Source: an optimization exercise on an open RTL-to-GDS flow (aim: small area). Production flows keep margins and buffers that such runs may drop. Only simulation tests tie the RTL to the original design; equivalence was not proved.

==> flow/design.v (excerpt) <==
module ballDisplay
(
    input  logic        clk,
    input  logic        reset,
    input  logic        run,
    input  logic [9:0]  ballSize,
    output logic [23:0] rgb,
    output logic [9:0]  pixelX,
    output logic [9:0]  pixelY,
    output logic        displayOn,
    output logic        hSyncN,
    output logic        vSyncN
);
    logic       justReset;
    logic       xEnd;
    logic       yEnd;
    logic [9:0] xInc;
    logic [9:0] yInc;
    logic [9:0] curX;
    logic [9:0] curY;
    logic       xVis;
    logic       yVis;
    logic       onNext;
    logic       hSyncNext;
    logic       vSyncNext;
    logic       frameTick;
    rippleAdd #(.W(10)) i_xInc (.a(pixelX), .b(10'd0), .ci(1'b1), .s(xInc), .co());
    rippleAdd #(.W(10)) i_yInc (.a(pixelY), .b(10'd0), .ci(1'b1), .s(yInc), .co());
    always_comb
    begin
        xEnd = (pixelX == 10'd799);
        yEnd = (pixelY == 10'd524);
        curX = xEnd ? 10'd0 : {xInc[9:1], xInc[0] & ~justReset};
        if (!xEnd)
            curY = pixelY;
        else if (yEnd)
            curY = 10'd0;
        else
            curY = yInc;
        xVis      = !(curX[9] && (curX[8] || curX[7]));
        yVis      = !curY[9] && (curY[8:5] != 4'b1111);
        onNext    = xVis && yVis;
        hSyncNext = !((curX[9:7] == 3'b101) && (curX[6:4] != 3'b000) && (curX[6:4] != 3'b111));
        vSyncNext = !(curY[9:1] == 9'd245);
        frameTick = (curX == 10'd0) && (curY == 10'd480);
    end
    logic [10:0] slot0;
    logic [10:0] slot1;
    logic [10:0] slot2;
    logic [10:0] slot3;
    logic [5:0]  angle;
    logic [5:0]  angleInc;
    logic [17:0] accA;
    logic [17:0] accB;
    logic        turn;
    logic        stepLines;
    logic        bounceSlot;
    logic        stepSlot;
    logic        step;
    logic        xBehind;
    logic        behindHeld;
    logic        flipHeld;
    logic        initLines;
    logic        flip;
    logic [9:0]  sizeHeld;
    logic        runHeld;
    logic        newNeg;
    logic [9:0]  newPos;
    always_comb
    begin
        {runHeld, sizeHeld} = accA[10:0];
        stepLines = (curY[9:2] == 8'd120);
        turn      = (curX == 10'd799) && ((curY[9:3] == 7'd60) && (curY[2:1] != 2'b11))
  ...
For scale: ~1,100 cells after synthesis, roughly 60 I/O pins, roughly 8300 µm² of cells after synthesis.
==> flow/config.mk <==
export PLATFORM = sky130hd
export DESIGN_NAME = ballDisplay
export DESIGN_NICKNAME = ballDisplay
export VERILOG_FILES = /design/flow/design.v
export SDC_FILE = /design/flow/constraint.sdc
export NUM_CORES = 4
export LEC_CHECK = 0
export ABC_AREA = 1
export CAP_MARGIN = 20
export CORE_MARGIN = 2
export CORE_UTILIZATION = 70
export SLEW_MARGIN = 20
==> flow/constraint.sdc <==
create_clock -name core_clock -period 12.0 [get_ports {clk}]
set_input_delay 2.4000 -clock core_clock [delete_from_list [all_inputs] [get_ports {clk}]]
set_output_delay 2.4000 -clock core_clock [all_outputs]
set_load 0.01 [all_outputs]
standard.sh (not shown) runs the stock make flow with config.mk's settings and CLKGATE_MAP_FILE= SYNTH_SCRIPT=/design/flow/synth_recipe.tcl, a recipe that flattens the netlist after the stock synthesis.
==> flow/flow/run.sh <==
#!/bin/bash
# The standard layout (the standard.sh: standard synthesis, floorplan, placement, CTS,
# routing, finish) with three ORFS settings changed:
# * the buffer that placement puts on every input and output port is the smallest buffer,
#   sky130_fd_sc_hd__buf_1, instead of the one buffer_ports picks itself (every port still gets
#   its own buffer);
# * clock tree synthesis builds the tree from clkbuf_4 and clkbuf_8 only (not clkbuf_16) and
#   adds no dummy load cells;
# * after floorplan, flow/restructure.tcl (POST_FLOORPLAN_TCL) re-maps the logic for area with
#   OpenROAD's restructure (ABC; registers untouched), on a copy of the library without the
#   platform's don't-use cells (flow/filter_lib.py), and then flow/downsize.tcl sets every logic
#   cell to the smallest drive strength of its cell family; the flow's later repairs size up where
#   needed.
set -euo pipefail
export BUFFER_PORTS_ARGS="-buffer_cell sky130_fd_sc_hd__buf_1"
export CTS_ARGS="-sink_clustering_enable -repair_clock_nets -buf_list \"sky130_fd_sc_hd__clkbuf_4 sky130_fd_sc_hd__clkbuf_8\" -dont_use_dummy_load"
export POST_FLOORPLAN_TCL="$PWD/flow/restructure.tcl"
bash standard.sh finish > standard_flow.log 2>&1
Other scripts of this flow, unchanged in this note and not shown: flow/flow/downsize.tcl, flow/flow/filter_lib.py, flow/flow/restructure.tcl
Change:
--- a/flow/flow/run.sh
+++ b/flow/flow/run.sh
@@ -9,5 +9,2 @@
-# * after floorplan, flow/restructure.tcl (POST_FLOORPLAN_TCL) re-maps the logic for area with
-#   OpenROAD's restructure (ABC; registers untouched), on a copy of the library without the
-#   platform's don't-use cells (flow/filter_lib.py), and then flow/downsize.tcl sets every logic
-#   cell to the smallest drive strength of its cell family; the flow's later repairs size up where
-#   needed.
+# * after floorplan, flow/downsize.tcl (POST_FLOORPLAN_TCL) sets every logic cell to the
+#   smallest drive strength of its cell family; the flow's later repairs size up where needed.
--- a/flow/config.mk
+++ b/flow/config.mk
@@ -11 +11 @@
-export CORE_UTILIZATION = 70
+export CORE_UTILIZATION = 40
Outcome: The changed run went through all stages and came out clean; count of clock-buffer cells in the layout stays the same; via count is lower by 1.4%; worst hold slack hardly moves; cell area climbs by 2.1%; cell count is higher by 10%; non-clock buffer count stays the same; core utilization decreases by 29 points; setup slack is worse by 0.047 ns; die area climbs by 72%.
Change:
==> flow/flow/run.sh (replaced) <==
#!/bin/bash
# The standard layout (the standard.sh: standard synthesis, floorplan, placement, CTS,
# routing, finish) with three ORFS settings changed:
# * the buffer that placement puts on every input and output port is the smallest buffer,
#   sky130_fd_sc_hd__buf_1, instead of the one buffer_ports picks itself (every port still gets
#   its own buffer);
# * clock tree synthesis builds the tree from clkbuf_4 below a clkbuf_8 root (not clkbuf_16)
#   and adds no dummy load cells;
# * after floorplan, flow/restructure.tcl (POST_FLOORPLAN_TCL) re-maps the logic for area with
#   OpenROAD's restructure (ABC; registers untouched), on a copy of the library without the
#   platform's don't-use cells (flow/filter_lib.py), and then flow/downsize.tcl sets every logic
#   cell to the smallest drive strength of its cell family; the flow's later repairs size up where
#   needed.
set -euo pipefail
export BUFFER_PORTS_ARGS="-buffer_cell sky130_fd_sc_hd__buf_1"
export CTS_ARGS="-sink_clustering_enable -repair_clock_nets -root_buf sky130_fd_sc_hd__clkbuf_8 -buf_list sky130_fd_sc_hd__clkbuf_4 -dont_use_dummy_load"
export POST_FLOORPLAN_TCL="$PWD/flow/restructure.tcl"
bash standard.sh finish > standard_flow.log 2>&1
--- a/flow/config.mk
+++ b/flow/config.mk
@@ -11 +11 @@
-export CORE_UTILIZATION = 40
+export CORE_UTILIZATION = 70
What happened: The new run passed the timing, design-rule and antenna checks. Final cell count came out lower by roughly a tenth. Maximum frequency hardly moves. Wire length falls by roughly a tenth. Register-to-register slack is about the same.

## static timing again, ports no longer ideal
The flow's constraints put no driver on any port. The routed layouts listed below were extracted and timed again, unchanged, in two steps. Step 1 sets driving cells, clkbuf_16 on the clock port and buf_2 on the other inputs (assumed; they add their load-dependent delay and slew). Step 2 moves the port delays by t, midway between the first and last clock arrival at a register: inputs arrive t later, outputs are due t later. That takes back most of the time a late clock gives input paths. a / b / c = ideal ports / drivers / drivers and shift; a / b = the first two.
run | shift t [ns] | slack for setup (ns) | worst register clock-pin slew, ns
the first run | 0.481 | 1.508 / 1.508 / 1.508 | 0.07 / 0.07
the second run | 0.474 | 1.460 / 1.460 / 1.460 | 0.07 / 0.07
the third run | 0.450 | 1.473 / 1.473 / 1.473 | 0.10 / 0.10
After both steps every run listed still meets setup and hold.
